Context: an optimization exercise on an open-source flow, tuned for small area, a short achievable clock period and few clock cycles. The choices shown serve that exercise and are no tape-out recipe.
Only simulation tests tie the RTL to the original design; equivalence was not proved.
Power and IR drop assume default switching activity.

==> job 8835 <==
## postfix_eval_top
module postfix_eval_top (
  input  logic        clk,
  input  logic        rst,
  input  logic        tok_valid,
  output logic        tok_stall,
  input  logic [1:0]  tok_kind,
  input  logic [31:0] tok_value,
  input  logic [1:0]  tok_op,
  input  logic        tok_last,
  output logic        res_valid,
  input  logic        res_stall,
  output logic [31:0] res_value,
  output logic [2:0]  res_status,
  input  logic        cfg_valid,
  output logic        cfg_ready,
  input  logic        cfg_data
);
==> flow/config.mk <==
export PLATFORM = sky130hd
export DESIGN_NAME = postfix_eval_top
export DESIGN_NICKNAME = postfix_eval_top
export VERILOG_FILES = /design/flow/design.v
export SDC_FILE = /design/flow/constraint.sdc
export NUM_CORES = 4
export LEC_CHECK = 0
export ABC_CLOCK_PERIOD_IN_PS = 3500
export CAP_MARGIN = 20
export CORE_MARGIN = 2
export CORE_UTILIZATION = 40
export SETUP_SLACK_MARGIN = 5
export SLEW_MARGIN = 20
==> flow/constraint.sdc <==
create_clock -name core_clock -period 10.0 [get_ports {clk}]
set_input_delay 2.0000 -clock core_clock [delete_from_list [all_inputs] [get_ports {clk}]]
set_output_delay 2.0000 -clock core_clock [all_outputs]
set_load 0.01 [all_outputs]
run.sh (not shown) runs the stock make flow with config.mk's settings and CLKGATE_MAP_FILE= SYNTH_SCRIPT=/design/flow/synth_recipe.tcl, a recipe that flattens the netlist after the stock synthesis.
==> job 7567 (differences from job 8835) <==
--- a/flow/design.v
+++ b/flow/design.v
@@ -201,62 +201,71 @@
   output pxe_pkg::res_req_t res,
   input  logic              cfg_valid,
   output logic              cfg_ready,
   input  logic              cfg_data
 );
   localparam int MEM_N = STACK_DEPTH - 2;
-  typedef enum logic [2:0] {S_IDLE, S_MULB, S_DALN, S_DIT, S_DFIN, S_RFIN} state_t;
+  typedef enum logic [1:0] {S_IDLE, S_MULB, S_DWAIT, S_RFIN} state_t;
+  typedef enum logic [1:0] {D_OFF, D_ALN, D_IT, D_FIN} dstate_t;
   state_t         state;
+  dstate_t        dst;
+  logic           dbg;       
+  logic           mbg;       
+  logic           bg_one;    
   logic [6:0]     cnt;
   logic [2:0]     err;
   logic           skip;
   logic           last_q;
   pxe_pkg::word_t tos;
   pxe_pkg::word_t nos;
   pxe_pkg::word_t m2, m3;
   pxe_pkg::word_t cell_q [MEM_N];
   logic              cv;
   pxe_pkg::tok_req_t ct;
   logic              cskip;
+  logic              exec;
   assign cfg_ready = 1'b1;
-  assign tok_stall = cv && (state != S_IDLE);
+  assign tok_stall = cv && !exec;
   always_ff @(posedge clk) begin
     if (!tok_stall) begin
       ct    <= tok;
       cskip <= skip;
     end
   end
-  logic exec, is_num, is_op, ok, full, few, dz;
+  logic is_num, is_op, is_div, ok, full, few, dz, div_busy;
   logic t_push, t_as, t_mul, t_div;
   logic [2:0] t_err;
-  assign exec   = cv && (state == S_IDLE);
-  assign is_num = (ct.token_kind == pxe_pkg::KIND_NUMBER);
-  assign is_op  = (ct.token_kind == pxe_pkg::KIND_OPERATOR);
-  assign ok     = (err == pxe_pkg::ST_OK);
-  assign full   = cnt[6];
-  assign few    = (cnt[6:1] == '0);
-  assign dz     = (tos == '0);
-  assign t_push = exec && ok && is_num && !full;
-  assign t_as   = exec && ok && is_op && !few && !ct.op_code[1];
-  assign t_mul  = exec && ok && is_op && !few && (ct.op_code == pxe_pkg::OP_MUL);
-  assign t_div  = exec && ok && is_op && !few && (ct.op_code == pxe_pkg::OP_DIV) && !dz;
+  assign div_busy = (dst != D_OFF);
+  assign is_num   = (ct.token_kind == pxe_pkg::KIND_NUMBER);
+  assign is_op    = (ct.token_kind == pxe_pkg::KIND_OPERATOR);
+  assign is_div   = is_op && (ct.op_code == pxe_pkg::OP_DIV);
+  assign exec     = cv && ((state == S_IDLE) ? !(div_busy && (is_div || ct.last_token)) :
+                             (state == S_MULB) ? (mbg && !ct.last_token && !res_valid) : 1'b0);
+  assign ok       = (err == pxe_pkg::ST_OK);
+  assign full     = cnt[6];
+  assign few      = (cnt[6:1] == '0);
+  assign dz       = (tos == '0);
+  assign t_push   = exec && ok && is_num && !full;
+  assign t_as     = exec && ok && is_op && !few && !ct.op_code[1];
+  assign t_mul    = exec && ok && is_op && !few && (ct.op_code == pxe_pkg::OP_MUL);
+  assign t_div    = exec && ok && is_div && !few && !dz;
   always_comb begin
     t_err = err;
     if (ok) begin
       if (is_num) begin
         if (full) t_err = pxe_pkg::ST_OVERFLOW;
       end else if (is_op) begin
         if (few) t_err = pxe_pkg::ST_FEW_OPERANDS;
-        else if (ct.op_code == pxe_pkg::OP_DIV && dz) t_err = pxe_pkg::ST_DIV_ZERO;
+        else if (is_div && dz) t_err = pxe_pkg::ST_DIV_ZERO;
       end else if (!cskip) begin
         t_err = pxe_pkg::ST_UNEXPECTED;
       end
     end
   end
-  pxe_pkg::word_t mr0, mr1, mr2, mr3, ms, mt, add_a, add_b, sum, div_r;
-  logic div_zero_q, div_last, sub, mulb;
+  pxe_pkg::word_t mr0, mr1, mr2, mr3, ms, mt, add_a, add_b, sum, div_r, div_v;
+  logic div_zero_q, div_last, div_done, sub, mulb;
   pxe_cell u_mul (
     .a  (nos),
     .b  (tos),
     .r0 (mr0),
     .r1 (mr1),
     .r2 (mr2),
@@ -275,26 +284,26 @@
   assign add_a = mulb ? ms : nos;
   assign add_b = mulb ? mt : (tos ^ {32{sub}});
   assign sum   = add_a + add_b + {31'd0, sub};
   pxe_div u_div (
     .clk       (clk),
     .start     (t_div),
-    .align     (state == S_DALN),
-    .step      (state == S_DIT),
+    .align     (dst == D_ALN),
+    .step      (dst == D_IT),
     .dividend  (nos),
     .divisor   (tos),
     .zero_q    (div_zero_q),
     .last_step (div_last),
     .result    (div_r)
   );
+  assign div_done = (dst == D_ALN && div_zero_q) || (dst == D_FIN);
+  assign div_v    = (dst == D_ALN) ? '0 : div_r;
   logic           pop;
   pxe_pkg::word_t pop_val;
-  assign pop     = t_as || mulb ||
-                   (state == S_DALN && div_zero_q) || (state == S_DFIN);
-  assign pop_val = (state == S_DALN) ? '0 :
-                   (state == S_DFIN) ? div_r : sum;
+  assign pop     = t_as || (mulb && !mbg) || (div_done && !dbg);
+  assign pop_val = (state == S_DWAIT) ? div_v : sum;
   logic           ev;
   pxe_pkg::word_t n_tos;
   logic [6:0]     n_cnt;
   logic [2:0]     n_err;
   always_comb begin
     n_tos = tos;
@@ -309,23 +318,28 @@
         n_cnt = cnt + 7'd1;
       end
     end
     if (pop) begin
       n_tos = pop_val;
       n_cnt = cnt - 7'd1;
-      ev    = exec ? ct.last_token : last_q;
+      ev    = exec ? ct.last_token : (mulb && last_q);
     end
     if (state == S_RFIN) ev = 1'b1;
   end
-  logic out_free;
+  logic out_free, bg_ev;
   pxe_pkg::res_req_t r_next;
   assign out_free = !res_valid || !res_stall;
+  assign bg_ev    = (div_done && dbg) || (mulb && mbg);
   always_comb begin
     r_next.result_value = '0;
     r_next.status       = n_err;
-    if (n_err == pxe_pkg::ST_OK) begin
+    if (bg_ev) begin
+      r_next.status = pxe_pkg::ST_OK;
+      if (bg_one) r_next.result_value = (mulb && mbg) ? sum : div_v;
+      else        r_next.status       = pxe_pkg::ST_FEW_OPERATORS;
+    end else if (n_err == pxe_pkg::ST_OK) begin
       if (n_cnt == '0) begin
         r_next.status = pxe_pkg::ST_FEW_OPERANDS;
       end else if (n_cnt != 7'd1) begin
         r_next.status = pxe_pkg::ST_FEW_OPERATORS;
       end else begin
         r_next.result_value = n_tos;
@@ -342,14 +356,16 @@
     end else if (pop) begin
       tos <= pop_val;
       nos <= cell_q[0];
     end
   end
   always_ff @(posedge clk) begin
-    m2 <= mr2;
-    m3 <= mr3;
+    if (t_mul) begin
+      m2 <= mr2;
+      m3 <= mr3;
+    end
   end
   logic c_hold;
   assign c_hold = !(t_push || pop);
   genvar g;
   generate
     for (g = 0; g < MEM_N; g++) begin : g_cell
@@ -368,40 +384,59 @@
         cell_q[g] <= ({32{c_hold}} & cell_q[g]) | ({32{t_push}} & prev_d) | ({32{pop}} & next_d);
       end
     end
   endgenerate
   always_ff @(posedge clk) begin
     if (exec) last_q <= ct.last_token;
+    if (t_div) dbg <= ct.last_token;
+    if (t_mul) mbg <= ct.last_token;
+    if ((t_div || t_mul) && ct.last_token) bg_one <= (cnt == 7'd2);
   end
   always_ff @(posedge clk) begin
     if (rst) begin
       cv        <= 1'b0;
       state     <= S_IDLE;
+      dst       <= D_OFF;
       cnt       <= '0;
       err       <= pxe_pkg::ST_OK;
       skip      <= 1'b0;
       res_valid <= 1'b0;
     end else begin
       if (!tok_stall) cv <= tok_valid;
       if (cfg_valid) skip <= cfg_data;
       if (res_valid && !res_stall) res_valid <= 1'b0;
       cnt <= n_cnt;
       err <= n_err;
       unique case (state)
         S_IDLE: begin
-          if (t_mul)      state <= S_MULB;
-          else if (t_div) state <= S_DALN;
+          if (t_mul)                           state <= S_MULB;
+          else if (t_div && !ct.last_token)    state <= S_DWAIT;
         end
-        S_MULB:  state <= S_IDLE;
-        S_DALN:  state <= div_zero_q ? S_IDLE : S_DIT;
-        S_DIT:   if (div_last) state <= S_DFIN;
-        S_DFIN:  state <= S_IDLE;
+        S_MULB:  if (!mbg || out_free) state <= S_IDLE;
+        S_DWAIT: if (div_done) state <= S_IDLE;
         S_RFIN:  ;
         default: state <= S_IDLE;
       endcase
-      if (ev) begin
+      unique case (dst)
+        D_OFF:   if (t_div) dst <= D_ALN;
+        D_ALN:   if (!div_zero_q) dst <= D_IT;
+                 else if (!dbg || out_free) dst <= D_OFF;
+        D_IT:    if (div_last) dst <= D_FIN;
+        D_FIN:   if (!dbg || out_free) dst <= D_OFF;
+        default: dst <= D_OFF;
+      endcase
+      if ((t_div || t_mul) && ct.last_token) begin
+        cnt <= '0;
+        err <= pxe_pkg::ST_OK;
+      end
+      if (bg_ev) begin
+        if (out_free) begin
+          res_valid <= 1'b1;
+          res       <= r_next;
+        end
+      end else if (ev) begin
         if (out_free) begin
           res_valid <= 1'b1;
           res       <= r_next;
           cnt       <= '0;
           err       <= pxe_pkg::ST_OK;
           state     <= S_IDLE;
==> comparison table <==
Clock distribution power: job 8835 9.07 mW; job 7567 9.59 mW
Syn Nets: job 8835 13499; job 7567 13626
Part of the Yosys area used for sequential elements: job 8835 43.91%; job 7567 43.80%
Result of the run: job 8835 timing/DRC/antenna clean; job 7567 timing/DRC/antenna clean
Area growth from synthesis to layout: job 8835 11.44%; job 7567 12.03%
Number of resized instances in the post-cts repair step: job 8835 58; job 7567 80
Share of the synthesized area in the top cell type: job 8835 37.93%; job 7567 36.93%
Reg2reg end: job 8835 u_pxe.tos[31]; job 7567 u_pxe.u_div.zq
Die X-Extent: job 8835 525.9 um; job 7567 528.9 um
Time the final worst path needs with I/O delays and setup: job 8835 5030 ps; job 7567 4906 ps
Die H: job 8835 525.9 um; job 7567 528.9 um
Final Power: job 8835 21.88 mW; job 7567 22.40 mW
Multiplexer share of the synthesized area: job 8835 0.5364%; job 7567 1.152%
FF/Latch Area: job 8835 47840 um^2; job 7567 48270 um^2
Testbench counts of job 8835, summed over its fixed seeds: cycles 42,309.
Testbench counts of job 7567, summed over its fixed seeds: cycles 40,790.

[afterwards: timing with drivers on the ports]
In the flow no input, the clock included, has a driving cell. The finished layouts below were timed again as built, in two steps. Step 1 sets driving cells, clkbuf_16 on the clock port and buf_2 on the other inputs (assumed; they add their load-dependent delay and slew). Step 2 adds t to the input delays and takes it off the output delays; t is the mean of the earliest and latest rising clock arrival at the registers after step 1. Input paths then give back, and output paths get back, about the clock's delay inside the block. a / b / c = ideal / step 1 / step 2; a / b = the first two.
run | t, ns | setup WS [ns] | worst setup path at the end | clock arrival spread, ns | slew at the worst register clock pin (ns)
job 8835 | 0.949 | 4.970 / 4.970 / 4.970 | register to register | 0.092 / 0.092 | 0.07 / 0.07
job 7567 | 0.900 | 5.094 / 5.094 / 5.094 | register to register | 0.078 / 0.078 | 0.06 / 0.06
After both steps every run listed still meets setup and hold.
